From an optimization exercise on the open Yosys and OpenROAD flow, aimed at small area, a short achievable clock period and few clock cycles per item; shortcuts taken in it are not production practice. At most, simulation tests tie the RTL to the original design; equivalence was not proved. Function not checked in run 7: the RTL went through the layout flow alone. Power figures rest on the tool's default switching activity, not on a simulated workload.

<file path="run.sh">
#!/bin/bash
# synth_recipe.tcl (not shown) runs the flow's synth.tcl, then flattens the netlist and writes it again
# the make line also repeats each setting of config.mk as NAME=value (left out here)
make -C /OpenROAD-flow-scripts/flow DESIGN_CONFIG=/design/flow/config.mk WORK_HOME=/design/flow/orfs CLKGATE_MAP_FILE= SYNTH_SCRIPT=/design/flow/synth_recipe.tcl finish
</file>
<file path="design.v">
module window_line_buffer_kxk #(
  parameter int DATA_WIDTH = 32,
  parameter int K          = 3,
  parameter int MAX_WIDTH  = 64,
  parameter int CNT_W      = 8
) (
  input  logic                         clk,
  input  logic                         rst,
  input  logic                         frame_start,
  input  logic [CNT_W-1:0]             cfg_width,
  input  logic [CNT_W-1:0]             cfg_height,
  input  logic                         cfg_stride2,
  input  logic                         s_valid,
  output logic                         s_ready,
  input  logic [DATA_WIDTH-1:0]        s_data,
  output logic                         m_valid,
  input  logic                         m_ready,
  output logic [K*K*DATA_WIDTH-1:0]    m_window,
  output logic                         m_last,
  output logic                         frame_done,
  output logic                         cfg_err
);
  localparam int DW = DATA_WIDTH;
  localparam int NSEG = 6;
  logic [5:0]      r_wm1;      
  logic [7:0]      r_hm1;      
  logic            r_s2;
  logic [NSEG-1:0] r_use;      
  logic            w_cfg_ok;
  logic [7:0]      w_dly;
  logic [7:0]      w_rest;
  assign w_cfg_ok = (cfg_width >= CNT_W'(3)) && (cfg_width <= CNT_W'(64)) &&
                    (cfg_height >= CNT_W'(3));
  assign w_dly    = cfg_width - 8'd3;
  assign w_rest   = (w_dly >= 8'd30) ? (w_dly - 8'd30) : w_dly;
  always_ff @(posedge clk) begin
    if (frame_start) begin
      r_wm1 <= 6'(cfg_width - 8'd1);
      r_hm1 <= cfg_height - 8'd1;
      r_s2  <= cfg_stride2;
      r_use <= {w_dly >= 8'd30, w_rest[4:0]};
    end
  end
  logic       r_run;        
  logic       r_sready;
  logic [5:0] r_icol;
  logic [7:0] r_irow;
  logic       w_push;
  logic       w_col_last;
  logic       w_row_last;
  logic       w_emit;
  logic       w_lastwin;
  assign s_ready = r_sready;
  assign w_push  = s_valid && r_sready;
  assign w_col_last = (r_icol == r_wm1);
  assign w_row_last = (r_irow == r_hm1);
  assign w_emit     = (r_irow >= 8'd2) && (r_icol >= 6'd2) &&
                      (!r_s2 || (!r_irow[0] && !r_icol[0]));
  assign w_lastwin  = w_emit &&
      ({r_icol[5:1], r_icol[0] | r_s2} == {r_wm1[5:1], r_wm1[0] | r_s2}) &&
      ({r_irow[7:1], r_irow[0] | r_s2} == {r_hm1[7:1], r_hm1[0] | r_s2});
  always_ff @(posedge clk) begin
    if (frame_start) begin
      r_icol <= '0;
      r_irow <= '0;
    end else if (w_push) begin
      if (w_col_last) begin
        r_icol <= '0;
        r_irow <= r_irow + 8'd1;
      end else begin
        r_icol <= r_icol + 6'd1;
      end
    end
  end
  logic [DW-1:0] r_fd [2];
  logic [1:0]    r_fe;         
  logic [1:0]    r_fl;         
  logic          r_wp;
  logic          r_rp;
  logic [1:0]    r_cnt;
  logic          w_pop;
  logic [DW-1:0] w_head;
  logic [1:0]    w_cnt_n;
  logic          w_run_n;
  assign w_pop   = (r_cnt != 2'd0) && (!m_valid || m_ready);
  assign w_head  = r_fd[r_rp];
  assign w_cnt_n = r_cnt + 2'(w_push) - 2'(w_pop);
  assign w_run_n = r_run && !(w_push && w_col_last && w_row_last);
  always_ff @(posedge clk) begin
    if (w_push) begin
      r_fd[r_wp] <= s_data;
      r_fe[r_wp] <= w_emit;
      r_fl[r_wp] <= w_lastwin;
    end
  end
  always_ff @(posedge clk or posedge rst) begin
    if (rst) begin
      r_run      <= 1'b0;
      r_sready   <= 1'b0;
      r_wp       <= 1'b0;
      r_rp       <= 1'b0;
      r_cnt      <= 2'd0;
      m_valid    <= 1'b0;
      m_last     <= 1'b0;
      frame_done <= 1'b0;
      cfg_err    <= 1'b0;
    end else if (frame_start) begin
      r_run      <= w_cfg_ok;
      r_sready   <= w_cfg_ok;
      r_wp       <= 1'b0;
      r_rp       <= 1'b0;
      r_cnt      <= 2'd0;
      m_valid    <= 1'b0;
      m_last     <= 1'b0;
      frame_done <= 1'b0;
      cfg_err    <= !w_cfg_ok;
    end else begin
      r_run      <= w_run_n;
      r_sready   <= w_run_n && (w_cnt_n != 2'd2);
      r_cnt      <= w_cnt_n;
      if (w_push) r_wp <= !r_wp;
      if (w_pop)  r_rp <= !r_rp;
      frame_done <= m_valid && m_ready && m_last;
      if (w_pop) begin
        m_valid <= r_fe[r_rp];
        m_last  <= r_fl[r_rp];
      end else if (m_ready) begin
        m_valid <= 1'b0;
        m_last  <= 1'b0;
      end
    end
  end
  logic [DW-1:0] r_tap [9];
  logic [DW-1:0] w_dl_in  [2];
  logic [DW-1:0] w_dl_out [2];
  assign w_dl_in[0] = r_tap[2];
  assign w_dl_in[1] = r_tap[5];
  for (genvar l = 0; l < 2; l++) begin : g_line
    logic [DW-1:0] w_si [NSEG+1];
    assign w_si[0] = w_dl_in[l];
    for (genvar s = 0; s < NSEG; s++) begin : g_seg
      localparam int L = (s == 5) ? 30 : (1 << s);
      logic [DW-1:0] r_sr [L];
      always_ff @(posedge clk) begin
        if (w_pop) begin
          r_sr[0] <= w_si[s];
          for (int k = 1; k < L; k++) r_sr[k] <= r_sr[k-1];
        end
      end
      assign w_si[s+1] = r_use[s] ? r_sr[L-1] : w_si[s];
    end
    assign w_dl_out[l] = w_si[NSEG];
  end
  always_ff @(posedge clk) begin
    if (w_pop) begin
      r_tap[0] <= w_head;
      r_tap[1] <= r_tap[0];
      r_tap[2] <= r_tap[1];
      r_tap[3] <= w_dl_out[0];
      r_tap[4] <= r_tap[3];
      r_tap[5] <= r_tap[4];
      r_tap[6] <= w_dl_out[1];
      r_tap[7] <= r_tap[6];
      r_tap[8] <= r_tap[7];
    end
  end
  always_comb begin
    for (int q = 0; q < 9; q++) m_window[q*DW +: DW] = r_tap[8-q];
  end
endmodule
</file>
<file path="config.mk">
export PLATFORM = sky130hd
export DESIGN_NAME = window_line_buffer_kxk
export DESIGN_NICKNAME = window_line_buffer_kxk
export VERILOG_FILES = /design/flow/design.v
export SDC_FILE = /design/flow/constraint.sdc
export NUM_CORES = 4
export LEC_CHECK = 0
export CAP_MARGIN = 20
export CORE_MARGIN = 2
export CORE_UTILIZATION = 60
export PLACE_DENSITY = 0.7
export SETUP_SLACK_MARGIN = 4.0
export SLEW_MARGIN = 20
</file>
<file path="constraint.sdc">
create_clock -name core_clock -period 6.0 [get_ports {clk}]
set_input_delay 1.2000 -clock core_clock [delete_from_list [all_inputs] [get_ports {clk}]]
set_output_delay 1.2000 -clock core_clock [all_outputs]
set_load 0.01 [all_outputs]
</file>
==> summary.txt, run 1 <==
Worst setup path
  • Startpoint Class: input port
  • Max stage delay on crit path: around 1.1 ns
  • Worst EP required: 6.91 ns
  • Largest delay share family, worst path: simple AND/OR/NAND/NOR gates
  • Worst Path Buf+Inv: 1
  • Slowest CP cell: nor4_2
  • Critical path cell sequence: clkdlybuf4s50_1, or4_4, nor4_2, a2111o_1, o21ai_1
  • Critical path capture point type: flip-flop
  • WS Path Type: input port to flip-flop
  • CP arrival: 4.39 ns
  • CP Max Fanout: 3

Drt
  • DRT antenna net count: 0
  • 1st-iter DRT viols: 13260
  • DRT Pass-1 Iters: 8
  • Wirelength per Cell: between 40 and 50 um
  • Routed vias/inst: between 6 and 7
  • Routed WL: 473500 um
  • Drc violations: 0
  • Via Count: 75430

Global routing
  • Total gr overflow: 0
  • First-pass GRT wire length: 524400 um
  • Vias in the first global route: 69090
  • Largest net degree at the start of global routing: 117
  • Overall Global Routing Usage: 32.20%
  • Initial antenna violation count: 30

Logic synthesis
  • Post-Syn Instances: between 5000 and 6000
  • Synth area leader: edfxtp_1
  • Post-synth ARST share: 0.2323%
  • Dominant synthesized flop cell: edfxtp_1
  • Post-synth top area share: around 94%
  • Mapped Area: 136100 um^2
  • Post-Synthesis Net Count: 5447
  • Synth area leaders: edfxtp_1 (94%), mux2_2 (1.3%), mux2i_1 (0.47%)
  • Sequential element share of the synthesized area: 94.80%
  • Post-synth EDFFs: 4280
  • Flip-flop and latch count after synthesis: 4304
  • Ys Warns: 18
  • Distinct cells, synth: 46
  • Syn_area_per_cell: 25.30 um^2

Clock tree
  • CTS tree: yes
  • Worst-path clk slew: 0.09 ns
  • Root Buffer: clkbuf_16
  • H-Tree Depth: 5
  • Clk Latency, worst-skew pair: between 1 and 1.5 ns
  • CTS max path bufs: 4
  • CTS buffer count: 413
  • Sink Count: ~4300

Floorplanning
  • Die height: 480.3 um
  • Initial Utilization: 60.47%
  • Die Span X: 480.3 um
  • Ports: 347
  • Num rows: ~170
  • Die area: 230700 um^2
  • Core Box Area: between 200000 and 250000 um^2

Timing
  • Setup Skew: 0.1123 ns
  • Fin. Hold Viols: 0
  • RSZ-0062 raised after global routing: yes
  • Slew @ Worst Pin: ~1.4 ns
  • Final period util: 58.03%
  • Setup ws final: around 2.5 ns
  • Post-layout minimum cycle time: 3.482 ns
  • Setup_tns: 0 ns
  • Setup violators final: 0
  • Slew Limit Fails: 0
  • Slew Limit Headroom: 4.626%
  • Max Clk Rate: 287.2 MHz

Pwr
  • Pwr/cell area: between 700 and 800 nW/um^2
  • Leakage: roughly 71 nW
  • Peak supply drop: 0.6409 mV
  • Tot Pwr: 148.5 mW

Hold path
  • HP Class: flip-flop to flip-flop

Place
  • Routability cong.: approximately 0.76
  • Port Buf Inserts: ~350
  • Placed cell areas: around 140000 um^2
  • DPL Wire Length: slightly below 100000 um
  • Pre-CTS setup slack: about 1.9 ns

Final layout
  • Post-route cell area: roughly 200000 um^2
  • Nets: roughly 8300
  • Share of layout cells above drive strength 1: between 40% and 50%
  • Area grow syn2layout: 44.70%

Job
  • Max-cap violations: 0

Status
  • Status: complete, no violations
synthesized netlist by cell type (2+ instances only):
| cell | number |
|---|---|
| xnor2_1 | 17 |
| buf_1 | 3 |
| mux2i_1 | 64 |
| nand4_1 | 6 |
| and3_1 | 3 |
| dfxtp_1 | 14 |
| o21ai_0 | 72 |
| buf_4 | 7 |
| nor3_1 | 5 |
| nor4_1 | 4 |
| a211oi_1 | 5 |
| o21a_1 | 67 |
| nor2_1 | 82 |
| clkbuf_1 | 69 |
| dfrtp_1 | 10 |
| xor2_1 | 22 |
| inv_1 | 82 |
| mux2_2 | 163 |
| o31ai_1 | 69 |
| nand3_1 | 4 |
| or4_1 | 8 |
| a21o_1 | 3 |
| buf_2 | 10 |
| nor4b_1 | 2 |
| a21oi_1 | 76 |
| edfxtp_1 | 4280 |
| nand2_1 | 138 |
| nor2b_1 | 67 |
| ha_1 | 12 |
sequential cells by signal (all words and copies together) (netlist names), named ones only:
signal and count:
r_cnt 2, r_tap 288, r_wp 1, m_valid 1, r_s2 1, frame_done 1, r_wm1 5, g_line.g_seg.r_sr 3904
r_use 6, r_rp 1, r_icol 6, r_irow 8, r_hm1 8, cfg_err 1, r_fd 64, m_last 1
r_run 1, r_sready 1
placed cells by master, fill, tap and decap left out, drive strengths merged, types with 2 or more instances in the layout:
cell / instances
clkbuf: 557
xor2: 22
nor2b: 68
and2: 2
mux2i: 64
nor4b: 2
a21oi: 76
o31ai: 69
xnor2: 17
o21a: 68
nand4: 6
nand3: 6
nor4: 5
edfxtp: 4280
dfrtp: 10
clkinvlp: 15
a21o: 3
a211oi: 5
buf: 2395
ha: 12
or4: 8
dfxtp: 14
and3: 4
nand2: 138
nor3: 5
inv: 90
o21ai: 72
nor2: 82
clkdlybuf4s50: 46
mux2: 163
dlygate4sd2: 2
diode: 14
bufbuf: 2
clkinv: 164
bufinv: 54
logic make-up after synthesis:
logic type	Yosys count	synth area share [%]
flip-flops	4304	94.80
AND/OR/NAND/NOR	329	1.129
AO/OA/AOI/OAI	298	1.379
multiplexers	227	1.819
buffers and inverters	172	0.5083
XOR/XNOR	39	0.2509
adder cells (fa/ha/maj)	12	0.1103
metrics by stage:
stage / std cells / hold WS (ns) / utilization [%]
final: 11540 / 0.3624 / 87.50
after global routing: 11540 / 0.3944 / 87.49
after CTS: 10970 / 0.3771 / 83.45
after detailed placement: 8724 / 0.4045 / 64.03
after global placement: 8724 / 0.4003 / 64.03
after floorplan: 5381 / 0.4003 / -
metal layers:
layer / routed length (um) / track usage, %
met4: 31530 / 11.08
met1: 159300 / 45.13
met2: 227500 / 52.56
met3: 54770 / 5.121
met5: 469 / 0
power by group:
group	switching, mW	leakage [nW]	internal, mW
logic	24.6	23.7	32.3
registers	8.02	41.0	55.1
clock network	13.4	6.52	15.2
total	46.0	71.2	103
what timing repair did:
| item | in CTS | in global routing |
|---|---|---|
| pin swaps | 72 | 79 |
| setup endpoints to repair | 4819 | 4838 |
| hold buffers | 0 | 0 |
| gates resized for setup | 3081 | 815 |
| gates cloned | 582 | 70 |
| buffers inserted | 935 | 490 |
worst paths after layout:
kind | from | endpoint | slack (ns) | cells past startpoint
worst max register to register | m_valid | g_line[1].g_seg[5].r_sr[22][9] | 2.91 | 19
worst min-delay path | g_line[0].g_seg[5].r_sr[8][12] | g_line[0].g_seg[5].r_sr[9][12] | 0.36 | 0
worst min register to register | g_line[0].g_seg[5].r_sr[8][12] | g_line[0].g_seg[5].r_sr[9][12] | 0.36 | 0
worst max-delay path | cfg_height[4] | r_sready | 2.52 | 5
min in group asynchronous | rst | frame_done | 0.56 | 2
max in group asynchronous | rst | r_cnt[0] | 4.95 | 2
layout make-up:
type,instances,area [um^2]
repair buffers,2515,40790
clock inverters,241,2562
well taps,2992,3744
fillers,6881,28130
diodes,14,35.03
inverters,82,331.6
clock buffers,487,10760
multi-input cells,908,9696
flip-flops and latches,4304,129100
Testbench counts, summed over its fixed seeds: cycles 95,280, items 95,003.
==> run 2: changes to the inputs <==
--- a/config.mk
+++ b/config.mk
@@ -9,5 +9,4 @@
 export CORE_MARGIN = 2
 export CORE_UTILIZATION = 60
 export PLACE_DENSITY = 0.7
-export SETUP_SLACK_MARGIN = 4.0
 export SLEW_MARGIN = 20
==> run 2 against run 1 <==
Still clean; register-to-register slack better by 0.06 ns; global-route usage is 15 points lower; area after synthesis stayed put; synthesized cell count stayed put; largest power group unchanged; highest routed layer unchanged.
==> summary.txt, run 2 <==
Final layout
  • Most frequent cells in the layout: edfxtp_1 (4280), clkbuf_16 (420), clkdlybuf4s50_1 (346) (was edfxtp_1 (4280), buf_16 (644), buf_6 (619))
  • Share of layout cells above drive strength 1: 13.19% (was 41.76%)
  • Filler cells: 12860 (was 6881)
  • Area of the multi-input gates: 6416 um^2 (was 9696 um^2)
  • Commonest non-fill, non-tap cell in the layout: edfxtp_1 (unchanged)
  • Top Registers: g_line.g_seg.r_sr x3904, r_tap x288, r_fd x64 (unchanged)
  • Largest reg by FF count: g_line.g_seg.r_sr (unchanged)
  • Nets: 6214 (was 8290)
  • Area grow syn2layout: 15.70% (was 44.70%)
  • Max reg flops: 3904 (unchanged)
  • Storage element area: 129100 um^2 (about the same)

Job
  • Max-cap violations: 0 (unchanged)

Timing
  • Slew @ Worst Pin: 1.061 ns (was 1.419 ns)
  • Fin. Hold Viols: 0 (unchanged)
  • Slew Limit Fails: 0 (unchanged)
  • RSZ-0062 raised after global routing: no (was yes)
  • Final period util: 55.55% (was 58.03%)
  • Setup Skew: 0.06444 ns (was 0.1123 ns)
  • Max Clk Rate: 300.1 MHz (was 287.2 MHz)
  • Setup violators final: 0 (unchanged)
  • Post-layout minimum cycle time: 3.333 ns (was 3.482 ns)
  • Setup_tns: 0 ns (unchanged)
  • Setup ws final: 2.667 ns (was 2.518 ns)
  • Slew Limit Headroom: 29.09% (was 4.626%)

Drt
  • DRT antenna net count: 0 (unchanged)
  • 1st-iter DRT viols: 5188 (was 13260)
  • Drc violations: 0 (unchanged)
  • Via Count: 50690 (was 75430)
  • Routed WL: 196800 um (was 473500 um)
  • Routed vias/inst: 5.361 (was 6.535)
  • Wirelength per Cell: 20.81 um (was 41.02 um)
  • DRT Pass-1 Iters: 7 (was 8)

Logic synthesis
  • Post-synthesis adder-cell area fraction: 0.1103% (unchanged)
  • Post-synthesis compound-gate area fraction: 1.379% (unchanged)
  • Post-Syn Instances: 5381 (unchanged)
  • Syn_area_per_cell: 25.30 um^2 (unchanged)
  • Post-synthesis simple-gate area fraction: 1.129% (unchanged)
  • Top-count cell post-synth: edfxtp_1 (unchanged)
  • Mapped Area: 136100 um^2 (unchanged)
  • Post-synth EDFFs: 4280 (unchanged)
  • Post-synthesis mux area share: 1.819% (unchanged)
  • Dominant synthesized flop cell: edfxtp_1 (unchanged)
  • Synth area leader: edfxtp_1 (unchanged)
  • Synth area leaders: edfxtp_1 (94%), mux2_2 (1.3%), mux2i_1 (0.47%) (unchanged)
  • Post-synth ARST share: 0.2323% (unchanged)
  • Distinct cells, synth: 46 (unchanged)
  • Post-synth top area share: 94.41% (unchanged)
  • Post-Synthesis Net Count: 5447 (unchanged)
  • Sequential element share of the synthesized area: 94.80% (unchanged)
  • Flip-flop and latch count after synthesis: 4304 (unchanged)
  • Largest family of logic cells by synthesized area: multiplexers (unchanged)
  • Synth cell count leaders: edfxtp_1 (4280), mux2_2 (163), nand2_1 (138) (unchanged)
  • Ys Warns: 18 (unchanged)
  • XOR/XNOR share of the synthesized area: 0.2509% (unchanged)

Pwr
  • Leakage: 52.34 nW (was 71.17 nW)
  • Peak supply drop: 0.6344 mV (was 0.6409 mV)
  • Pwr/cell area: 620.3 nW/um^2 (was 754.1 nW/um^2)

Hold path
  • Hold Path Stages: 0 (unchanged)
  • HP Class: flip-flop to flip-flop (unchanged)

Place
  • DPL Wire Length: 97650 um (unchanged)
  • Routability cong.: 0.7593 (unchanged)
  • Port Buf Inserts: 346 (unchanged)
  • Pre-CTS setup slack: 1.887 ns (unchanged)

Worst setup path
  • Critical path cell sequence: clkdlybuf4s50_1 (was clkdlybuf4s50_1, or4_4, nor4_2, a2111o_1, o21ai_1)
  • Critical path capture point type: output port (was flip-flop)
  • WS Path Type: flip-flop to output port (was input port to flip-flop)
  • Largest delay share family, worst path: buffers and inverters (was simple AND/OR/NAND/NOR gates)
  • Worst Path Buf+Inv: 1 (unchanged)
  • CP arrival: 2.13 ns (was 4.39 ns)
  • CP Max Fanout: 3 (unchanged)
  • R2R depth: 6 (was 19)
  • Slowest CP cell: clkdlybuf4s50_1 (was nor4_2)
  • Max stage delay on crit path: 0.61 ns (was 1.11 ns)
  • Worst EP required: 4.80 ns (was 6.91 ns)
  • Startpoint Class: flip-flop (was input port)
  • Stages on the worst setup path: 1 (was 5)

Floorplanning
  • Die height: 480.3 um (unchanged)
  • Die area: 230700 um^2 (unchanged)
  • Ports: 347 (unchanged)
  • Die Span X: 480.3 um (unchanged)
  • Initial Utilization: 60.47% (unchanged)
  • Core Box Area: 225100 um^2 (unchanged)
  • Num rows: 174 (unchanged)

Clock tree
  • Clk Latency, worst-skew pair: 0.98 ns (was 1.09 ns)
  • H-Tree Depth: 5 (unchanged)
  • CTS tree: yes (unchanged)
  • CTS max path bufs: 4 (unchanged)
  • Root Buffer: clkbuf_16 (unchanged)
  • CTS buffer count: 413 (unchanged)
  • Worst-path clk slew: 0.06 ns (was 0.09 ns)
  • Sink Count: 4304 (unchanged)
  • Setup bufs post-CTS: 0 (was 935)
  • CTS hold repair buffers: 0 (unchanged)
  • Post-cts sizing count: 0 (was 3081)

Global routing
  • First-pass GRT wire length: 297000 um (was 524400 um)
  • Total gr overflow: 0 (unchanged)
  • Largest net degree at the start of global routing: 215 (was 117)
  • Vias in the first global route: 50140 (was 69090)
  • Overall Global Routing Usage: 16.90% (was 32.20%)
  • Initial antenna violation count: 9 (was 30)

Status
  • Status: complete, no violations (unchanged)
run 2: cell counts after synthesis:
Identical to the previous run, type by type.
run 2: report_power, final:
| part | switching, mW | internal [mW] |
|---|---|---|
| Sequential | 4.57 | 54.9 |
| Combinational | 9.47 | 3.25 |
| Clock | 10.4 | 15.1 |
| Total | 24.4 | 73.3 |
run 2: final timing paths:
path | start | endpoint | slack, ns
worst max-delay path | r_tap[2][19] | m_window[211] | 2.67
worst min-delay path | g_line[0].g_seg[5].r_sr[3][15] | g_line[0].g_seg[5].r_sr[4][15] | 0.38
worst max register to register | r_use[0] | r_tap[6][3] | 2.97
worst min register to register | g_line[0].g_seg[5].r_sr[3][15] | g_line[0].g_seg[5].r_sr[4][15] | 0.38
max in group asynchronous | rst | cfg_err | 5.19
min in group asynchronous | rst | frame_done | 0.50
run 2: metrics by stage:
stage	cells	utilization [%]	power [mW]	hold slack, ns	instance area [um^2]
final	9455	69.96	97.70	0.3793	157500
after CTS	9452	69.95	98.96	0.3771	157500
after global placement	8724	64.03	71.74	0.4003	144100
after floorplan	5381	-	43.14	0.4003	136200
after detailed placement	8724	64.03	72.65	0.4045	144100
after global routing	9454	69.96	102.2	0.3754	157500
run 2: cell type report:
type,count,area share (%)
timing repair buffer,442,2.947
clock buffer,487,6.833
multi-input combinational,905,4.074
inverter,82,0.1954
sequential,4304,81.94
antenna,2,0.003178
tap,2992,2.377
clock inverter,241,1.627
run 2: kinds of logic after synthesis:
group / after synthesis
buffers and inverters: 172
xor gates and xnor gates: 39
adders and majority gates: 12
AOI/OAI and AO/OA: 298
muxes: 227
and+or+nand+nor: 329
DFF: 4304
run 2: per-layer routing:
layer | vias to the layer above | part of all wire [%] | GRT usage, %
li1 | 22970 | - | -
met1 | 26110 | 48 | 26.64
met2 | 1277 | 45 | 24.15
met3 | 334 | 5.6 | 3.706
met4 | 4 | 2.2 | 5.133
met5 | - | 0.012 | 0
==> run 3: changes to the inputs <==
--- a/config.mk
+++ b/config.mk
@@ -7,6 +7,7 @@
 export LEC_CHECK = 0
 export CAP_MARGIN = 20
 export CORE_MARGIN = 2
-export CORE_UTILIZATION = 60
-export PLACE_DENSITY = 0.7
+export CORE_UTILIZATION = 70
+export PLACE_DENSITY = 0.75
+export SETUP_SLACK_MARGIN = 2.9
 export SLEW_MARGIN = 20
==> run 3 against run 2 <==
Global-route usage is 6.4 points higher; power up 0.23%; design area decreased by 0.88%; worst hold slack gained 0.012 ns; die area down 14%; combinational power about the same; core utilization grew 11 points; worst setup slack better by 0.29 ns.
==> summary.txt, run 3 <==
Status
  • Status: complete, no violations (unchanged)

Hold path
  • Worst Hold End: g_line[0].g_seg[3].r_sr[7][25] (was g_line[0].g_seg[5].r_sr[4][15])
  • HP Class: flip-flop to flip-flop (unchanged)
  • Hold Path Stages: 0 (unchanged)
  • Hold path start: g_line[0].g_seg[3].r_sr[6][25] (was g_line[0].g_seg[5].r_sr[3][15])

Pwr
  • Leakage: 52.54 nW (was 52.34 nW)
  • Part of the power in registers: 61.6% (was 60.9%)
  • Clk pwr share: 25.2% (was 26.1%)
  • Peak supply drop: 0.6580 mV (was 0.6344 mV)
  • Gate power share: 13.2% (was 13.0%)
  • Tot Pwr: 97.92 mW (was 97.70 mW)
  • Switch Pwr: 25.98 mW (was 24.43 mW)
  • Int Pwr: 71.94 mW (was 73.26 mW)
  • Sw Ratio: 26.54% (was 25.01%)
  • Pwr/cell area: 627.2 nW/um^2 (was 620.3 nW/um^2)

Clock tree
  • Root Buffer: clkbuf_16 (unchanged)
  • CTS hold repair buffers: 0 (unchanged)
  • Clk Latency, worst-skew pair: 0.97 ns (was 0.98 ns)
  • Worst-path clk slew: 0.08 ns (was 0.06 ns)
  • CTS tree: yes (unchanged)
  • CTS buffer count: 403 (was 413)
  • Sink Count: 4304 (unchanged)
  • H-Tree Depth: 5 (unchanged)
  • CTS max path bufs: 4 (unchanged)

Final layout
  • Largest reg by FF count: g_line.g_seg.r_sr (unchanged)
  • Most frequent cells in the layout: edfxtp_1 (4280), clkbuf_16 (411), dlygate4sd2_1 (243) (was edfxtp_1 (4280), clkbuf_16 (420), clkdlybuf4s50_1 (346))
  • Max reg flops: 3904 (unchanged)
  • Top Registers: g_line.g_seg.r_sr x3904, r_tap x288, r_fd x64 (unchanged)
  • Layout Utilization: 80.89% (was 69.96%)
  • Share of layout cells above drive strength 1: 13.23% (was 13.19%)
  • Commonest non-fill, non-tap cell in the layout: edfxtp_1 (unchanged)
  • Nets: 6239 (was 6214)
  • Filler cells: 8494 (was 12860)
  • Area grow syn2layout: 14.68% (was 15.70%)

Worst setup path
  • Critical register-to-register path endpoint: r_tap[6][28] (was r_tap[6][3])
  • Reg2reg start: r_use[0] (unchanged)
  • Startpoint Class: flip-flop (unchanged)
  • Worst Path Buf+Inv: 1 (unchanged)
  • Max stage delay on crit path: 0.76 ns (was 0.61 ns)
  • CP arrival: 3.84 ns (was 2.13 ns)
  • Cell mode on critical path: mux2_2
  • R2R Setup Slk: 2.96 ns (was 2.97 ns)
  • CP Max Fanout: 39 (was 3)
  • Crit path from: r_use[0] (was r_tap[2][19])
  • Critical path cell sequence: buf_4, mux2_2, mux2i_1, o21a_1, o31ai_1, mux2_2 (was clkdlybuf4s50_1)
  • WS Path Type: flip-flop to flip-flop (was flip-flop to output port)
  • Critical path capture point type: flip-flop (was output port)
  • R2R depth: 6 (unchanged)
  • Slowest CP cell: o31ai_1 (was clkdlybuf4s50_1)
  • Worst EP required: 6.80 ns (was 4.80 ns)
  • Largest delay share family, worst path: compound AO/OA/AOI/OAI gates (was buffers and inverters)

Logic synthesis
  • Dominant synthesized flop cell: edfxtp_1 (unchanged)
  • Top-count cell post-synth: edfxtp_1 (unchanged)
  • Synth area leader: edfxtp_1 (unchanged)
  • Post-Syn Instances: 5381 (unchanged)
  • Synth area leaders: edfxtp_1 (94%), mux2_2 (1.3%), mux2i_1 (0.47%) (unchanged)
  • Post-synth top area share: 94.41% (unchanged)
  • Post-Synthesis Net Count: 5447 (unchanged)
  • Sequential element share of the synthesized area: 94.80% (unchanged)
  • Post-synth ARST share: 0.2323% (unchanged)
  • Post-synth EDFFs: 4280 (unchanged)
  • Syn_area_per_cell: 25.30 um^2 (unchanged)
  • Distinct cells, synth: 46 (unchanged)
  • Mapped Area: 136100 um^2 (unchanged)
  • Synth cell count leaders: edfxtp_1 (4280), mux2_2 (163), nand2_1 (138) (unchanged)
  • Ys Warns: 18 (unchanged)
  • Flip-flop and latch count after synthesis: 4304 (unchanged)

Drt
  • Routed vias/inst: 5.844 (was 5.361)
  • DRT Pass-1 Iters: 6 (was 7)
  • Wirelength per Cell: 25.58 um (was 20.81 um)
  • 1st-iter DRT viols: 6222 (was 5188)
  • Via Count: 52650 (was 50690)
  • Drc violations: 0 (unchanged)
  • Routed WL: 230500 um (was 196800 um)
  • DRT antenna net count: 0 (unchanged)

Job
  • Max-cap violations: 0 (unchanged)

Timing
  • Final period util: 50.68% (was 55.55%)
  • Setup violators final: 0 (unchanged)
  • Max Clk Rate: 328.9 MHz (was 300.1 MHz)
  • Worst hold slack: 0.3912 ns (was 0.3793 ns)
  • Slew @ Worst Pin: 1.176 ns (was 1.061 ns)
  • Setup Skew: 0.05186 ns (was 0.06444 ns)
  • Post-layout minimum cycle time: 3.041 ns (was 3.333 ns)
  • Fin. Hold Viols: 0 (unchanged)
  • Setup_tns: 0 ns (unchanged)
  • Slew Limit Headroom: 21.59% (was 29.09%)
  • Slew Limit Fails: 0 (unchanged)
  • RSZ-0062 raised after global routing: no (unchanged)

Floorplanning
  • Initial Utilization: 70.54% (was 60.47%)
  • Die height: 445.0 um (was 480.3 um)
  • Die Span X: 445.0 um (was 480.3 um)
  • Die area: 198000 um^2 (was 230700 um^2)
  • Num rows: 161 (was 174)
  • Ports: 347 (unchanged)
  • Core Box Area: 193000 um^2 (was 225100 um^2)

Place
  • Port Buf Inserts: 346 (unchanged)
  • Routability cong.: 0.7621 (was 0.7593)
  • DPL Wire Length: 100300 um (was 97650 um)

Global routing
  • Vias in the first global route: 53670 (was 50140)
  • Initial antenna violation count: 10 (was 9)
  • First-pass GRT wire length: 339200 um (was 297000 um)
  • Total gr overflow: 0 (unchanged)
  • Overall Global Routing Usage: 23.30% (was 16.90%)
  • Largest net degree at the start of global routing: 206 (was 215)
[run 3: cell count changes in the layout (fill, tap and decap cells not counted), moves of 3 or more]
cell             previous run  this run
clkbuf_1                   67        85
dlygate4sd2_1               0       243
buf_12                     35        38
buf_4                      60        91
bufinv_16                  54        34
dlymetal6s2s_1              0         7
inv_6                       9         3
clkdlybuf4s15_1             0         3
clkinvlp_4                 14         8
clkdlybuf4s50_1           346        90
clkinv_2                   79        85
clkbuf_16                 420       411
[run 3: logic make-up (layout without fill, tap and decap cells)]
family          after synthesis  in the layout  synth area share (%)
compound gates              298            299                 1.379
buf+inv                     172           1270                0.5083
mux                         227            227                 1.819
simple gates                329            329                 1.129
other cells                   0              3                     0
flops                      4304           4304                 94.80
xor+xnor                     39             39                0.2509
fa+ha+maj                    12             12                0.1103
[run 3: how the worst max path moves through the flow]
stage	end	slack, ns	cells past startpoint
after global placement	g_line[1].g_seg[5].r_sr[16][23]	1.89	6
after detailed placement	g_line[1].g_seg[5].r_sr[23][23]	1.80	6
after CTS	m_window[153]	2.86	1
after floorplan	r_sready	-28.62	9
final	r_tap[6][28]	2.96	6
after global routing	m_window[241]	2.90	1
[run 3: power by group through the flow]
stage	combinational [mW]	sequential, mW	clock [mW]
2_1_floorplan	1.65	41.5	0
3_3_place_gp	12.2	59.4	0
3_5_place_dp	12.8	59.9	0
4_1_cts	12.9	60.7	25.2
5_1_grt	14.1	61.6	26.2
6_report	12.9	60.3	24.7
[run 3: repair_timing]
action | 4_1_cts | 5_1_grt
endpoints found under the setup margin | 506 | 302
buffers inserted | 39 | 3
cloned | 1 | 0
resized for setup | 256 | 10
pin swaps | 0 | 0
[run 3: layer usage]
layer / up-vias / GRT usage [%] / share of wire [%]
met2: 1913 / 36.44 / 49
li1: 23030 / - / -
met3: 415 / 4.487 / 6.2
met5: - / 0 / 0.016
met4: 6 / 7.264 / 2.6
met1: 27280 / 34.46 / 42
[run 3: cell type report]
class	count	area [um^2]	share of cell area (%)
clock buffers	496	10600	6.792
well taps	2526	3161	2.025
diodes	3	7.507	0.004809
multi-input cells	906	6431	4.120
flip-flops and latches	4304	129100	82.67
inverters	82	307.8	0.1972
clock inverters	216	1901	1.217
repair buffers	476	4646	2.976
[run 3: worst register-to-register path, delay by kind of cell, from the launching register on]
family | cells | cell delay [ns]
DFF | 1 | 0.34
AOI/OAI and AO/OA | 2 | 1.04
buffers and inverters | 1 | 0.68
muxes | 3 | 0.87
[run 3: per-stage QoR]
stage | cell area [um^2] | setup slack (ns) | std cells
CTS | 156000 | 2.865 | 9002
floorplan | 136200 | -28.62 | 5381
finish | 156100 | 2.959 | 9009
global placement | 143500 | 1.887 | 8250
detailed placement | 143500 | 1.802 | 8250
global route | 156100 | 2.902 | 9007
==> run 4: changes to the inputs <==
--- a/config.mk
+++ b/config.mk
@@ -8,6 +8,8 @@
 export CAP_MARGIN = 20
 export CORE_MARGIN = 2
 export CORE_UTILIZATION = 70
+export CTS_CLUSTER_DIAMETER = 60
+export CTS_CLUSTER_SIZE = 24
 export PLACE_DENSITY = 0.75
 export SETUP_SLACK_MARGIN = 2.9
 export SLEW_MARGIN = 20
==> run 4 against run 3 <==
Final cell count is 4.4% lower; clock-buffer cell count is 251 lower; core utilization is 3.0 points lower; via count is 6.1% lower; critical path type is now flip-flop to output port; wire length is 15% lower; synthesized cell count stayed put; combinational power hardly changed; sequential cell count stayed put; first-iteration DRC count is 15% lower.
==> summary.txt, run 4 <==
Timing
  • Fin. Hold Viols: 0 (unchanged)
  • Setup_tns: 0 ns (unchanged)
  • Setup ws final: 2.990 ns (was 2.959 ns)
  • Post-layout minimum cycle time: 3.010 ns (was 3.041 ns)
  • Slew Limit Headroom: 22.24% (was 21.59%)
  • Slew @ Worst Pin: 1.166 ns (was 1.176 ns)
  • Final period util: 50.17% (was 50.68%)
  • RSZ-0062 raised after global routing: no (unchanged)
  • Worst hold slack: 0.4055 ns (was 0.3912 ns)
  • Setup violators final: 0 (unchanged)
  • Setup Skew: 0.02760 ns (was 0.05186 ns)
  • Max Clk Rate: 332.2 MHz (was 328.9 MHz)
  • Slew Limit Fails: 0 (unchanged)

Clock tree
  • CTS max path bufs: 3 (was 4)
  • CTS hold repair buffers: 0 (unchanged)
  • CTS buffer count: 213 (was 403)
  • Worst-path clk slew: 0.11 ns (was 0.08 ns)
  • Clk Latency, worst-skew pair: 0.86 ns (was 0.97 ns)
  • Sink Count: 4304 (unchanged)
  • CTS tree: yes (unchanged)
  • H-Tree Depth: 4 (was 5)
  • Root Buffer: clkbuf_16 (unchanged)

Drt
  • Via Count: 49440 (was 52650)
  • DRT antenna net count: 0 (unchanged)
  • Drc violations: 0 (unchanged)
  • Wirelength per Cell: 22.61 um (was 25.58 um)
  • Routed WL: 194800 um (was 230500 um)
  • Routed vias/inst: 5.738 (was 5.844)
  • DRT Pass-1 Iters: 5 (was 6)
  • 1st-iter DRT viols: 5262 (was 6222)

Pwr
  • Pwr/cell area: 586.8 nW/um^2 (was 627.2 nW/um^2)
  • Peak supply drop: 0.5883 mV (was 0.6580 mV)
  • Leakage: 49.36 nW (was 52.54 nW)

Floorplanning
  • Die Span X: 445.0 um (unchanged)
  • Die area: 198000 um^2 (unchanged)
  • Ports: 347 (unchanged)
  • Core Box Area: 193000 um^2 (unchanged)
  • Num rows: 161 (unchanged)
  • Initial Utilization: 70.54% (unchanged)
  • Die height: 445.0 um (unchanged)

Worst setup path
  • Crit path from: r_tap[5][19] (was r_use[0])
  • Critical path capture point type: output port (was flip-flop)
  • R2R Setup Slk: 3.15 ns (was 2.96 ns)
  • Startpoint Class: flip-flop (unchanged)
  • Reg2reg start: r_use[0] (unchanged)
  • Slowest CP cell: clkdlybuf4s50_1 (was o31ai_1)
  • Critical path cell sequence: clkdlybuf4s50_1 (was buf_4, mux2_2, mux2i_1, o21a_1, o31ai_1, mux2_2)
  • WS Path Type: flip-flop to output port (was flip-flop to flip-flop)
  • CP Max Fanout: 3 (was 39)
  • Largest delay share family, worst path: buffers and inverters (was compound AO/OA/AOI/OAI gates)
  • Max stage delay on crit path: 0.55 ns (was 0.76 ns)
  • Worst Path Buf+Inv: 1 (unchanged)
  • CP arrival: 1.81 ns (was 3.84 ns)
  • Worst EP required: 4.80 ns (was 6.80 ns)

Final layout
  • Most frequent cells in the layout: edfxtp_1 (4280), clkdlybuf4s50_1 (243), clkbuf_16 (223) (was edfxtp_1 (4280), clkbuf_16 (411), dlygate4sd2_1 (243))
  • Area grow syn2layout: 10.39% (was 14.68%)
  • Nets: 6060 (was 6239)
  • Commonest non-fill, non-tap cell in the layout: edfxtp_1 (unchanged)
  • Post-route cell area: 150300 um^2 (was 156100 um^2)
  • Share of layout cells above drive strength 1: 9.805% (was 13.23%)
  • Top Registers: g_line.g_seg.r_sr x3904, r_tap x288, r_fd x64 (unchanged)
  • Largest reg by FF count: g_line.g_seg.r_sr (unchanged)
  • Max reg flops: 3904 (unchanged)

Place
  • DPL Wire Length: 100300 um (unchanged)
  • Routability cong.: 0.7621 (unchanged)
  • Pre-CTS setup slack: 1.802 ns (unchanged)
  • Port Buf Inserts: 346 (unchanged)
  • Placed cell areas: 143500 um^2 (unchanged)

Global routing
  • Overall Global Routing Usage: 19.65% (was 23.30%)
  • Largest net degree at the start of global routing: 206 (unchanged)
  • Total gr overflow: 0 (unchanged)
  • Vias in the first global route: 48200 (was 53670)
  • First-pass GRT wire length: 290800 um (was 339200 um)
  • Initial antenna violation count: 8 (was 10)

Hold path
  • Hold path start: g_line[0].g_seg[4].r_sr[11][19] (was g_line[0].g_seg[3].r_sr[6][25])
  • HP Class: flip-flop to flip-flop (unchanged)

Logic synthesis
  • Syn_area_per_cell: 25.30 um^2 (unchanged)
  • Post-synth top area share: 94.41% (unchanged)
  • Flip-flop and latch count after synthesis: 4304 (unchanged)
  • Ys Warns: 18 (unchanged)
  • Sequential element share of the synthesized area: 94.80% (unchanged)
  • Mapped Area: 136100 um^2 (unchanged)
  • Synth area leader: edfxtp_1 (unchanged)
  • Post-synth ARST share: 0.2323% (unchanged)
  • Top-count cell post-synth: edfxtp_1 (unchanged)
  • Synth area leaders: edfxtp_1 (94%), mux2_2 (1.3%), mux2i_1 (0.47%) (unchanged)
  • Post-Synthesis Net Count: 5447 (unchanged)
  • Distinct cells, synth: 46 (unchanged)
  • Post-Syn Instances: 5381 (unchanged)
  • Synth cell count leaders: edfxtp_1 (4280), mux2_2 (163), nand2_1 (138) (unchanged)
  • Dominant synthesized flop cell: edfxtp_1 (unchanged)
  • Post-synth EDFFs: 4280 (unchanged)

Job
  • Max-cap violations: 0 (unchanged)

Status
  • Status: complete, no violations (unchanged)
run 4: cell counts after synthesis:
Identical to the previous run, type by type.
run 4: worst register-to-register path: cells and delay by family (launching register included):
kind	cells	cell delay, ns
AO/OA/AOI/OAI	2	0.98
flip-flops	1	0.35
buffers and inverters	1	0.62
multiplexers	3	0.77
run 4: through the flow:
step / std cells / util [%] / power [mW]
6_report: 8616 / 77.87 / 88.18
5_1_grt: 8616 / 77.87 / 92.22
4_1_cts: 8613 / 77.84 / 89.23
3_5_place_dp: 8250 / 74.36 / 72.74
3_3_place_gp: 8250 / 74.36 / 71.66
2_1_floorplan: 5381 / - / 43.14
run 4: cells by family after synthesis:
family          count (synthesis)  share of synthesized area, %
mux                           227                         1.819
compound gates                298                         1.379
buf+inv                       172                        0.5083
fa+ha+maj                      12                        0.1103
flops                        4304                         94.80
xor+xnor                       39                        0.2509
simple gates                  329                         1.129
run 4: cell type report:
cell class,count,area [um^2]
sequential,4304,129100
tap,2526,3161
inverter,82,307.8
clock buffer,245,5663
clock inverter,65,742.0
fill,9424,42710
antenna,1,2.502
timing repair buffer,487,4907
multi-input combinational,906,6432
run 4: where the power goes:
part	total [mW]	leakage [nW]	switching (mW)	internal (mW)
Combinational	12.9	5.26	9.69	3.25
Sequential	59.4	41.0	4.57	54.9
Clock	15.8	3.13	8.60	7.21
run 4: what timing repair did:
item | CTS | global route
gates cloned | 1 | 0
gates resized for setup | 98 | 7
setup endpoints to repair | 612 | 6
setup buffers | 52 | 1
run 4: layer usage:
layer	vias up	global-route usage [%]	part of all wire (%)	routed length [um]
met5	-	0	0.0067	13
met4	2	4.773	2.0	3834
li1	22430	-	-	-
met3	247	3.133	4.9	9522
met1	25600	31.26	46	90030
met2	1166	29.72	47	91400
run 4: final timing paths:
| path | endpoint | cells past startpoint |
|---|---|---|
| min in group asynchronous | r_run | 2 |
| min reg2reg | g_line[0].g_seg[4].r_sr[12][19] | 0 |
| min | g_line[0].g_seg[4].r_sr[12][19] | 0 |
| max | m_window[115] | 1 |
| max in group asynchronous | r_rp | 2 |
| max reg2reg | r_tap[3][13] | 6 |
==> run 5: changes to the inputs <==
==> flow/run.sh (new file) <==
#!/bin/bash
set -uo pipefail
export BUFFER_PORTS_ARGS="-buffer_cell sky130_fd_sc_hd__buf_4"
bash standard.sh > standard_flow.log 2>&1
==> standard.sh (new file) <==
#!/bin/bash
# synth_recipe.tcl (not shown) runs the flow's synth.tcl, then flattens the netlist and writes it again
# the make line also repeats each setting of config.mk as NAME=value (left out here)
make -C /OpenROAD-flow-scripts/flow DESIGN_CONFIG=/design/flow/config.mk WORK_HOME=/design/flow/orfs CLKGATE_MAP_FILE= SYNTH_SCRIPT=/design/flow/synth_recipe.tcl "${@:-finish}"
removed: run.sh
==> run 5 against run 4 <==
Core utilization shrank 0.60 points; final cell count down 0.75%; sequential cell count did not move; clock skew decreased by 0.0039 ns; power decreased by 0.39%; via count is essentially flat; worst hold slack got worse by 0.085 ns; sequential share of layout area rose by 0.67 points; still clean; largest power group unchanged; design area decreased by 0.77%; largest cell class unchanged.
==> summary.txt, run 5 <==
Logic synthesis
  • Ys Warns: 18 (unchanged)
  • Dominant synthesized flop cell: edfxtp_1 (unchanged)
  • Synth cell count leaders: edfxtp_1 (4280), mux2_2 (163), nand2_1 (138) (unchanged)
  • Post-Synthesis Net Count: 5447 (unchanged)
  • Sequential element share of the synthesized area: 94.80% (unchanged)
  • Synth area leaders: edfxtp_1 (94%), mux2_2 (1.3%), mux2i_1 (0.47%) (unchanged)
  • Post-synth EDFFs: 4280 (unchanged)
  • Post-synth top area share: 94.41% (unchanged)
  • Synth area leader: edfxtp_1 (unchanged)
  • Top-count cell post-synth: edfxtp_1 (unchanged)
  • Post-Syn Instances: 5381 (unchanged)
  • Syn_area_per_cell: 25.30 um^2 (unchanged)
  • Flip-flop and latch count after synthesis: 4304 (unchanged)
  • Mapped Area: 136100 um^2 (unchanged)
  • Distinct cells, synth: 46 (unchanged)
  • Post-synth ARST share: 0.2323% (unchanged)

Pwr
  • Pwr/cell area: 589.1 nW/um^2 (was 586.8 nW/um^2)
  • Peak supply drop: 0.5355 mV (was 0.5883 mV)
  • Leakage: 49.20 nW (was 49.36 nW)

Clock tree
  • Setup bufs post-CTS: 0 (was 52)
  • Worst-path clk slew: 0.09 ns (was 0.11 ns)
  • CTS hold repair buffers: 0 (unchanged)
  • CTS buffer count: 213 (unchanged)
  • H-Tree Depth: 4 (unchanged)
  • Post-cts sizing count: 0 (was 98)
  • Root Buffer: clkbuf_16 (unchanged)
  • CTS tree: yes (unchanged)
  • CTS max path bufs: 3 (unchanged)
  • Sink Count: 4304 (unchanged)
  • Clk Latency, worst-skew pair: 0.86 ns (about the same)

Final layout
  • Max reg flops: 3904 (unchanged)
  • Top Registers: g_line.g_seg.r_sr x3904, r_tap x288, r_fd x64 (unchanged)
  • Most frequent cells in the layout: edfxtp_1 (4280), buf_4 (390), clkbuf_16 (223) (was edfxtp_1 (4280), clkdlybuf4s50_1 (243), clkbuf_16 (223))
  • Fin cells: 8551 (was 8616)
  • Area grow syn2layout: 9.539% (was 10.39%)
  • Layout Utilization: 77.27% (was 77.87%)
  • Commonest non-fill, non-tap cell in the layout: edfxtp_1 (unchanged)
  • Share of layout cells above drive strength 1: 14.73% (was 9.805%)
  • Largest reg by FF count: g_line.g_seg.r_sr (unchanged)
  • Nets: 6001 (was 6060)

Global routing
  • Largest net degree at the start of global routing: 190 (was 206)
  • Initial antenna violation count: 8 (unchanged)
  • Overall Global Routing Usage: 19.68% (was 19.65%)
  • Vias in the first global route: 47670 (was 48200)
  • Total gr overflow: 0 (unchanged)
  • First-pass GRT wire length: 290700 um (was 290800 um)

Floorplanning
  • Die height: 445.0 um (unchanged)
  • Initial Utilization: 70.54% (unchanged)
  • Ports: 347 (unchanged)
  • Num rows: 161 (unchanged)
  • Die area: 198000 um^2 (unchanged)
  • Core Box Area: 193000 um^2 (unchanged)
  • Die Span X: 445.0 um (unchanged)

Timing
  • Fin. Hold Viols: 0 (unchanged)
  • Post-layout minimum cycle time: 2.928 ns (was 3.010 ns)
  • Setup Skew: 0.02366 ns (was 0.02760 ns)
  • Slew Limit Headroom: 24.39% (was 22.24%)
  • Slew @ Worst Pin: 1.134 ns (was 1.166 ns)
  • Final period util: 48.80% (was 50.17%)
  • Setup violators final: 0 (unchanged)
  • Max Clk Rate: 341.5 MHz (was 332.2 MHz)
  • Slew Limit Fails: 0 (unchanged)
  • Setup_tns: 0 ns (unchanged)
  • Worst hold slack: 0.3207 ns (was 0.4055 ns)
  • RSZ-0062 raised after global routing: no (unchanged)

Place
  • Port Buf Inserts: 346 (unchanged)
  • Routability cong.: 0.7417 (was 0.7621)
  • DPL Wire Length: 101200 um (was 100300 um)
  • Cell count after placement: 8246 (was 8250)

Worst setup path
  • Startpoint Class: flip-flop (unchanged)
  • WS Path Type: flip-flop to flip-flop (was flip-flop to output port)
  • Worst EP required: 6.72 ns (was 4.80 ns)
  • CP Max Fanout: 37 (was 3)
  • Critical path capture point type: flip-flop (was output port)
  • CP arrival: 3.65 ns (was 1.81 ns)

Status
  • Status: complete, no violations (unchanged)

Drt
  • Wirelength per Cell: 22.86 um (was 22.61 um)
  • Routed vias/inst: 5.777 (was 5.738)
  • 1st-iter DRT viols: 5491 (was 5262)
  • Via Count: 49400 (was 49440)
  • DRT Pass-1 Iters: 6 (was 5)
  • Drc violations: 0 (unchanged)
  • Routed WL: 195500 um (was 194800 um)
  • DRT antenna net count: 0 (unchanged)

Job
  • Max-cap violations: 0 (unchanged)

Hold path
  • HP Class: input port to async pin (was flip-flop to flip-flop)
-- run 5: cell types whose count changed in the layout (fill, tap and decap cells not counted), sizes merged, moves of 5 or more --
cell / previous run / this run
dlygate4sd2: 98 / 0
dlymetal6s2s: 5 / 0
inv: 103 / 98
clkinvlp: 6 / 11
clkdlybuf4s50: 243 / 0
clkbuf: 245 / 234
buf: 141 / 429
-- run 5: worst max-delay path: stages, from the launching register on --
cell and delay [ns]:
edfxtp_1 0.55, buf_6 0.59, mux2_2 0.30, mux2i_1 0.13
o21a_1 0.25, o31ai_1 0.63, mux2_2 0.31
-- run 5: cells by family (layout without fill, tap and decap cells) --
kind of cell	Yosys count	after routing	synth area share, %
simple gates	329	329	1.129
flops	4304	4304	94.80
buf+inv	172	814	0.5083
other cells	0	2	0
fa+ha+maj	12	12	0.1103
xor+xnor	39	39	0.2509
mux	227	227	1.819
compound gates	298	298	1.379
-- run 5: final timing paths --
kind	startpoint	endpoint	slack, ns	cells past startpoint
worst max-delay path	r_use[0]	r_tap[3][30]	3.07	6
min in group core_clock	g_line[0].g_seg[5].r_sr[19][15]	g_line[0].g_seg[5].r_sr[20][15]	0.41	0
max in group asynchronous	rst	r_rp	5.38	2
worst max register to register	r_use[0]	r_tap[3][30]	3.07	6
worst min register to register	g_line[0].g_seg[5].r_sr[19][15]	g_line[0].g_seg[5].r_sr[20][15]	0.41	0
worst min-delay path	rst	m_last	0.32	2
-- run 5: where the power goes --
group          leakage, nW  switching, mW  internal, mW
Sequential            41.0           4.97          54.9
Clock                 3.13           8.56          7.30
Combinational         5.09           9.30          2.83
Total                 49.2           22.8          65.0
-- run 5: layer usage --
layer	wire length (um)	global-route usage, %	up-vias
met5	13	0	-
met4	3719	4.649	2
met3	10750	3.308	243
met2	90530	29.26	1374
met1	90470	31.72	25470
li1	-	-	22310
-- run 5: stage by stage --
| step | worst slack (ns) | power (mW) | area, um^2 |
|---|---|---|---|
| CTS | 2.923 | 88.90 | 149100 |
| detailed placement | 2.400 | 72.42 | 142600 |
| finish | 3.072 | 87.84 | 149100 |
| global placement | 2.216 | 71.33 | 142600 |
| global route | 3.024 | 91.84 | 149100 |
| floorplan | -28.62 | 43.14 | 136200 |
-- run 5: area by class of cell --
cell class | count | area [um^2]
fill | 9382 | 43870
sequential | 4304 | 129100
tap | 2526 | 3161
inverter | 82 | 307.8
antenna | 2 | 5.005
timing repair buffer | 429 | 3707
multi-input combinational | 905 | 6417
clock inverter | 69 | 837.1
clock buffer | 234 | 5622
==> run 6: changes to the inputs <==
--- a/config.mk
+++ b/config.mk
@@ -11,5 +11,5 @@
 export CTS_CLUSTER_DIAMETER = 60
 export CTS_CLUSTER_SIZE = 24
 export PLACE_DENSITY = 0.75
-export SETUP_SLACK_MARGIN = 2.9
+export SETUP_SLACK_MARGIN = 3.3
 export SLEW_MARGIN = 20
==> run 6 against run 5 <==
Die area unchanged; wire length up 5.0%; non-clock buffer count up 159; sequential cell count unchanged; fmax up 4.2%; power up 2.1%; critical path depth down 5; critical path type is now flip-flop to output port; critical endpoint is now m_window[162].
==> summary.txt, run 6 <==
Global routing
  • Initial antenna violation count: 8 (unchanged)
  • Vias in the first global route: 48780 (was 47670)
  • Largest net degree at the start of global routing: 190 (unchanged)
  • First-pass GRT wire length: 300600 um (was 290700 um)
  • Total gr overflow: 0 (unchanged)
  • Overall Global Routing Usage: 20.44% (was 19.68%)

Final layout
  • Top Registers: g_line.g_seg.r_sr x3904, r_tap x288, r_fd x64 (unchanged)
  • Commonest non-fill, non-tap cell in the layout: edfxtp_1 (unchanged)
  • Post-route cell area: 151300 um^2 (was 149100 um^2)
  • Nets: 6160 (was 6001)
  • Max reg flops: 3904 (unchanged)
  • Filler cells: 9094 (was 9382)
  • Largest reg by FF count: g_line.g_seg.r_sr (unchanged)
  • Share of layout cells above drive strength 1: 16.95% (was 14.73%)
  • Area grow syn2layout: 11.16% (was 9.539%)
  • Layout Utilization: 78.41% (was 77.27%)
  • Most frequent cells in the layout: edfxtp_1 (4280), buf_4 (301), buf_6 (245) (was edfxtp_1 (4280), buf_4 (390), clkbuf_16 (223))

Job
  • Max-cap violations: 0 (unchanged)

Worst setup path
  • Critical path capture point type: output port (was flip-flop)
  • R2R Setup Slk: 3.40 ns (was 3.07 ns)
  • Critical register-to-register path endpoint: g_line[1].g_seg[5].r_sr[26][28] (was r_tap[3][30])
  • CP arrival: 1.61 ns (was 3.65 ns)
  • Max stage delay on crit path: 0.56 ns (was 0.63 ns)
  • Worst Path Buf+Inv: 1 (unchanged)
  • Slowest CP cell: edfxtp_1 (was o31ai_1)
  • Critical path cell sequence: buf_6 (was buf_6, mux2_2, mux2i_1, o21a_1, o31ai_1, mux2_2)
  • CP Max Fanout: 2 (was 37)
  • WS Path Type: flip-flop to output port (was flip-flop to flip-flop)
  • Largest delay share family, worst path: flip-flops (was compound AO/OA/AOI/OAI gates)
  • Worst EP required: 4.80 ns (was 6.72 ns)
  • Reg2reg start: m_valid (was r_use[0])
  • R2R depth: 5 (was 6)
  • Startpoint Class: flip-flop (unchanged)

Drt
  • DRT antenna net count: 0 (unchanged)
  • Routed vias/inst: 5.772 (was 5.777)
  • Via Count: 50270 (was 49400)
  • Wirelength per Cell: 23.57 um (was 22.86 um)
  • Routed WL: 205300 um (was 195500 um)
  • 1st-iter DRT viols: 5681 (was 5491)
  • Drc violations: 0 (unchanged)
  • DRT Pass-1 Iters: 6 (unchanged)

Clock tree
  • CTS tree: yes (unchanged)
  • CTS buffer count: 213 (unchanged)
  • Clk Latency, worst-skew pair: 0.88 ns (was 0.86 ns)
  • Root Buffer: clkbuf_16 (unchanged)
  • Sink Count: 4304 (unchanged)
  • CTS hold repair buffers: 0 (unchanged)
  • CTS max path bufs: 3 (unchanged)
  • H-Tree Depth: 4 (unchanged)
  • Worst-path clk slew: 0.09 ns (about the same)

Timing
  • Setup violators final: 0 (unchanged)
  • Setup_tns: 0 ns (unchanged)
  • Max Clk Rate: 355.8 MHz (was 341.5 MHz)
  • RSZ-0062 raised after global routing: yes (was no)
  • Fin. Hold Viols: 0 (unchanged)
  • Final period util: 46.84% (was 48.80%)
  • Slew Limit Fails: 0 (unchanged)
  • Post-layout minimum cycle time: 2.810 ns (was 2.928 ns)
  • Setup Skew: 0.02951 ns (was 0.02366 ns)
  • Slew @ Worst Pin: 1.141 ns (was 1.134 ns)
  • Slew Limit Headroom: 23.90% (was 24.39%)

Pwr
  • Peak supply drop: 0.5411 mV (was 0.5355 mV)
  • Pwr/cell area: 592.5 nW/um^2 (was 589.1 nW/um^2)
  • Leakage: 50.31 nW (was 49.20 nW)

Floorplanning
  • Initial Utilization: 70.54% (unchanged)
  • Die Span X: 445.0 um (unchanged)
  • Die height: 445.0 um (unchanged)
  • Ports: 347 (unchanged)
  • Core Box Area: 193000 um^2 (unchanged)
  • Num rows: 161 (unchanged)
  • Die area: 198000 um^2 (unchanged)

Logic synthesis
  • Post-synth EDFFs: 4280 (unchanged)
  • Dominant synthesized flop cell: edfxtp_1 (unchanged)
  • Post-synth ARST share: 0.2323% (unchanged)
  • Post-Syn Instances: 5381 (unchanged)
  • Post-synth top area share: 94.41% (unchanged)
  • Flip-flop and latch count after synthesis: 4304 (unchanged)
  • Synth area leaders: edfxtp_1 (94%), mux2_2 (1.3%), mux2i_1 (0.47%) (unchanged)
  • Mapped Area: 136100 um^2 (unchanged)
  • Top-count cell post-synth: edfxtp_1 (unchanged)
  • Sequential element share of the synthesized area: 94.80% (unchanged)
  • Syn_area_per_cell: 25.30 um^2 (unchanged)
  • Ys Warns: 18 (unchanged)
  • Distinct cells, synth: 46 (unchanged)
  • Post-Synthesis Net Count: 5447 (unchanged)
  • Synth area leader: edfxtp_1 (unchanged)
  • Synth cell count leaders: edfxtp_1 (4280), mux2_2 (163), nand2_1 (138) (unchanged)

Place
  • DPL Wire Length: 101200 um (unchanged)
  • Routability cong.: 0.7417 (unchanged)
  • Port Buf Inserts: 346 (unchanged)
  • Placed cell areas: 142600 um^2 (unchanged)

Hold path
  • HP Class: input port to async pin (unchanged)

Status
  • Status: complete, no violations (unchanged)
run 6: cell count changes in the layout (fill, tap and decap cells not counted), sizes merged:
cell | before | now
diode | 2 | 1
buf | 429 | 585
clkbuf | 234 | 237
run 6: logic make-up after synthesis:
kind of cell               Yosys count  synth area share [%]
and+or+nand+nor                    329                 1.129
buffers and inverters              172                0.5083
muxes                              227                 1.819
adders and majority gates           12                0.1103
AOI/OAI and AO/OA                  298                 1.379
xor gates and xnor gates            39                0.2509
DFF                               4304                 94.80
run 6: how the worst max path moves through the flow:
stage	from	to	cells after the start	slack, ns
after floorplan	m_ready	r_sready	9	-28.62
after global placement	m_ready	r_tap[1][1]	5	2.22
after detailed placement	m_ready	g_line[1].g_seg[0].r_sr[0][0]	6	2.40
after CTS	r_tap[3][8]	m_window[168]	1	3.10
after global routing	r_tap[6][9]	m_window[73]	1	3.12
final	r_tap[3][2]	m_window[162]	1	3.19
run 6: routing by layer:
layer | global-route usage [%] | up-vias | part of all wire (%) | wire [um]
met5 | 0 | - | 0 | 0
li1 | - | 22630 | - | -
met1 | 32.10 | 25890 | 45 | 91410
met4 | 5.300 | 0 | 2.4 | 4892
met3 | 3.548 | 268 | 5.8 | 12000
met2 | 30.92 | 1483 | 47 | 96970
run 6: per-stage QoR:
stage / setup WS (ns) / hold slack (ns) / power, mW / std cells
floorplan: -28.62 / 0.4003 / 43.14 / 5381
global placement: 2.216 / 0.4001 / 71.33 / 8245
detailed placement: 2.400 / 0.4045 / 72.42 / 8246
CTS: 3.104 / 0.2518 / 89.86 / 8660
global route: 3.118 / 0.3050 / 93.59 / 8709
finish: 3.190 / 0.3194 / 89.65 / 8709
run 6: final cells by class:
cell class	instances	area (um^2)	area share, %
inverters	82	307.8	0.2034
well taps	2526	3161	2.089
multi-input cells	905	6422	4.244
flip-flops and latches	4304	129100	85.29
diodes	1	2.502	0.001654
repair buffers	588	5912	3.907
clock buffers	234	5622	3.715
clock inverters	69	837.1	0.5532
run 6: what timing repair did:
action	CTS	global route
setup endpoints to repair	300	694
resized for setup	228	26
cloned	0	3
buffers inserted	111	45
run 6: power breakdown:
part / switching [mW] / total (mW) / internal, mW / leakage, nW
combinational: 9.90 / 13.8 / 3.88 / 6.20
sequential: 5.00 / 59.9 / 54.9 / 41.0
clock: 8.70 / 16.0 / 7.31 / 3.13
total: 23.6 / 89.7 / 66.1 / 50.3
==> run 7: changes to the inputs <==
--- a/design.v
+++ b/design.v
@@ -21,25 +21,29 @@
   output logic                         cfg_err
 );
   localparam int DW = DATA_WIDTH;
-  localparam int NSEG = 6;
+  localparam int NSEG = 6;    
   logic [5:0]      r_wm1;      
   logic [7:0]      r_hm1;      
   logic            r_s2;
   logic [NSEG-1:0] r_use;      
+  logic            r_w3;       
   logic            w_cfg_ok;
-  logic [7:0]      w_dly;
-  logic [7:0]      w_rest;
+  logic [5:0]      w_dly;
+  logic [5:0]      w_rest;
   assign w_cfg_ok = (cfg_width >= CNT_W'(3)) && (cfg_width <= CNT_W'(64)) &&
                     (cfg_height >= CNT_W'(3));
-  assign w_dly    = cfg_width - 8'd3;
-  assign w_rest   = (w_dly >= 8'd30) ? (w_dly - 8'd30) : w_dly;
+  assign w_dly    = r_wm1 - 6'd3;    
+  assign w_rest   = (w_dly >= 6'd29) ? (w_dly - 6'd29) : w_dly;
   always_ff @(posedge clk) begin
     if (frame_start) begin
       r_wm1 <= 6'(cfg_width - 8'd1);
       r_hm1 <= cfg_height - 8'd1;
       r_s2  <= cfg_stride2;
-      r_use <= {w_dly >= 8'd30, w_rest[4:0]};
     end
+  end
+  always_ff @(posedge clk) begin
+    r_use <= {w_dly >= 6'd29, w_rest[4:0]};
+    r_w3  <= (r_wm1 == 6'd2);
   end
   logic       r_run;        
   logic       r_sready;
@@ -137,9 +141,9 @@
   assign w_dl_in[1] = r_tap[5];
   for (genvar l = 0; l < 2; l++) begin : g_line
     logic [DW-1:0] w_si [NSEG+1];
-    assign w_si[0] = w_dl_in[l];
+    logic [DW-1:0] r_fix;
     for (genvar s = 0; s < NSEG; s++) begin : g_seg
-      localparam int L = (s == 5) ? 30 : (1 << s);
+      localparam int L = (s == 5) ? 29 : (1 << s);
       logic [DW-1:0] r_sr [L];
       always_ff @(posedge clk) begin
         if (w_pop) begin
@@ -147,9 +151,17 @@
           for (int k = 1; k < L; k++) r_sr[k] <= r_sr[k-1];
         end
       end
-      assign w_si[s+1] = r_use[s] ? r_sr[L-1] : w_si[s];
+      if (s == 2) begin : g_fix
+        always_ff @(posedge clk) begin
+          if (w_pop) r_fix <= r_use[s] ? r_sr[L-1] : w_si[s];
+        end
+        assign w_si[s+1] = r_fix;
+      end else begin : g_byp
+        assign w_si[s+1] = r_use[s] ? r_sr[L-1] : w_si[s];
+      end
     end
-    assign w_dl_out[l] = w_si[NSEG];
+    assign w_si[0]     = w_dl_in[l];
+    assign w_dl_out[l] = r_w3 ? w_dl_in[l] : w_si[NSEG];
   end
   always_ff @(posedge clk) begin
     if (w_pop) begin
==> run 7 against run 6 <==
Sequential cell count grew 2; first-iteration DRC count grew 9.2%; critical endpoint is now m_window[188]; worst hold slack got worse by 0.0040 ns; power rose by 2.9%; still clean; wire length increased by 14%; non-clock buffer count increased by 74; fmax is 0.96% lower; clock skew grew 0.014 ns; design area rose by 0.17%; final cell count decreased by 0.53%.
==> summary.txt, run 7 <==
Timing
  • Slew Limit Fails: 0 (unchanged)
  • Slew @ Worst Pin: 0.9955 ns (was 1.141 ns)
  • Max Clk Rate: 352.4 MHz (was 355.8 MHz)
  • Post-layout minimum cycle time: 2.838 ns (was 2.810 ns)
  • Setup ws final: 3.163 ns (was 3.190 ns)
  • Fin. Hold Viols: 0 (unchanged)

Clock tree
  • Worst-path clk slew: 0.10 ns (was 0.09 ns)
  • Sink Count: 4306 (was 4304)
  • H-Tree Depth: 4 (unchanged)
  • CTS buffer count: 211 (was 213)
  • Root Buffer: clkbuf_16 (unchanged)
  • Clk Latency, worst-skew pair: 0.89 ns (was 0.88 ns)

Worst setup path
  • Max stage delay on crit path: 0.56 ns (about the same)
  • Slowest CP cell: edfxtp_1 (unchanged)
  • Critical path capture point type: output port (unchanged)
  • Reg2reg start: r_use[0] (was m_valid)
  • Largest delay share family, worst path: flip-flops (unchanged)
  • Worst EP required: 4.80 ns (about the same)
  • CP arrival: 1.64 ns (was 1.61 ns)

Place
  • Port Buf Inserts: 346 (unchanged)
  • DPL Wire Length: 112200 um (was 101200 um)

Logic synthesis
  • Synth area leader: edfxtp_1 (unchanged)
  • Synth cell count leaders: edfxtp_1 (4275), mux2_2 (292), nand2_1 (136) (was edfxtp_1 (4280), mux2_2 (163), nand2_1 (138))
  • Distinct cells, synth: 50 (was 46)
  • Post-synth ARST share: 0.2322% (was 0.2323%)
  • Post-Syn Instances: 5246 (was 5381)
  • Post-Synthesis Net Count: 5313 (was 5447)
  • Syn_area_per_cell: 25.91 um^2 (was 25.30 um^2)
  • Mapped Area: 135900 um^2 (was 136100 um^2)
  • Largest family of logic cells by synthesized area: multiplexers (unchanged)
  • Dominant synthesized flop cell: edfxtp_1 (unchanged)
  • Post-synthesis compound-gate area fraction: 0.6453% (was 1.379%)
  • Post-synth EDFFs: 4275 (was 4280)

Final layout
  • Nets: 6114 (was 6160)
  • Area of the multi-input gates: 6309 um^2 (was 6422 um^2)
  • Filler cells: 8645 (was 9094)
  • Most frequent cells in the layout: edfxtp_1 (4275), buf_4 (403), mux2_2 (292) (was edfxtp_1 (4280), buf_4 (301), buf_6 (245))

Global routing
  • First-pass GRT wire length: 322200 um (was 300600 um)
  • Overall Global Routing Usage: 22.57% (was 20.44%)
  • Vias in the first global route: 49490 (was 48780)

Drt
  • DRT Pass-1 Iters: 5 (was 6)
  • DRT antenna net count: 0 (unchanged)
  • Via Count: 51330 (was 50270)
  • Routed WL: 234600 um (was 205300 um)

Hold path
  • HP Class: input port to async pin (unchanged)

Floorplanning
  • Initial Utilization: 70.51% (was 70.54%)
  • Die area: 197700 um^2 (was 198000 um^2)

Status
  • Status: complete, no violations (unchanged)

Job
  • Max-cap violations: 0 (unchanged)
run 7: cell count changes after synthesis, sizes merged, moves of 56 or more:
cell   before  now
mux2      163  292
o31ai      69    2
o21a       67    2
nor2b      67    3
a21oi      76   14
o21ai      72  134
nor2       82   26
run 7: logic make-up after synthesis:
group | count (synthesis)
AO/OA/AOI/OAI | 166
XOR/XNOR | 39
adder cells (fa/ha/maj) | 13
buffers and inverters | 158
flip-flops | 4306
multiplexers | 356
AND/OR/NAND/NOR | 208
run 7: final timing paths:
| kind | end | slack (ns) | cells after the start |
|---|---|---|---|
| hold / removal | cfg_err | 0.32 | 2 |
| max in group asynchronous | r_rp | 5.37 | 2 |
| setup reg to reg | g_line[0].r_fix[26] | 3.25 | 4 |
| min in group core_clock | g_line[0].g_seg[4].r_sr[8][4] | 0.40 | 0 |
| hold reg to reg | g_line[0].g_seg[4].r_sr[8][4] | 0.40 | 0 |
| setup / recovery | m_window[188] | 3.16 | 1 |
run 7: repair_timing:
item | 4_1_cts | 5_1_grt
hold buffers | 0 | 0
gates resized for setup | 188 | 25
buffers inserted | 154 | 63
endpoints found under the setup margin | 1313 | 205
cloned | 1 | 0
run 7: layout make-up:
class / instances / share of cell area (%)
clock inverters: 62 / 0.5242
clock buffers: 239 / 3.665
inverters: 83 / 0.2072
repair buffers: 662 / 4.201
flip-flops and latches: 4306 / 85.15
diodes: 2 / 0.003302
well taps: 2526 / 2.085
multi-input cells: 783 / 4.162
run 7: power breakdown:
part	switching (mW)	total (mW)	internal, mW	leakage (nW)
clock	8.89	16.1	7.21	3.08
sequential	5.71	60.9	55.2	41.0
combinational	10.7	15.2	4.54	6.37
total	25.3	92.2	67.0	50.4
run 7: metrics by stage:
stage                     util [%]  hold slack (ns)  power (mW)  cells
after floorplan                  -           0.4003       43.61   5246
after global placement       73.97           0.4003       72.78   8142
after detailed placement     73.97           0.4045       73.81   8142
after CTS                    78.31           0.2600       91.65   8598
after global routing         78.62           0.3074       95.83   8661
final                        78.62           0.3154       92.21   8663
run 7: per-layer routing:
layer  track usage [%]  vias up  part of all wire (%)
met5                 0        -                     0
met4             6.884        0                   3.2
met3             3.126      327                   6.3
met2             36.05     2039                    50
met1             33.62    26640                    41
li1                  -    22320                     -

Check on run 7: ideal ports give 3.162 ns setup slack; a clkbuf_16 on the clock port and buf_2 on the inputs give 3.076 ns; moving port delays by the midpoint clock arrival (0.953 ns) as well gives 2.744 ns.
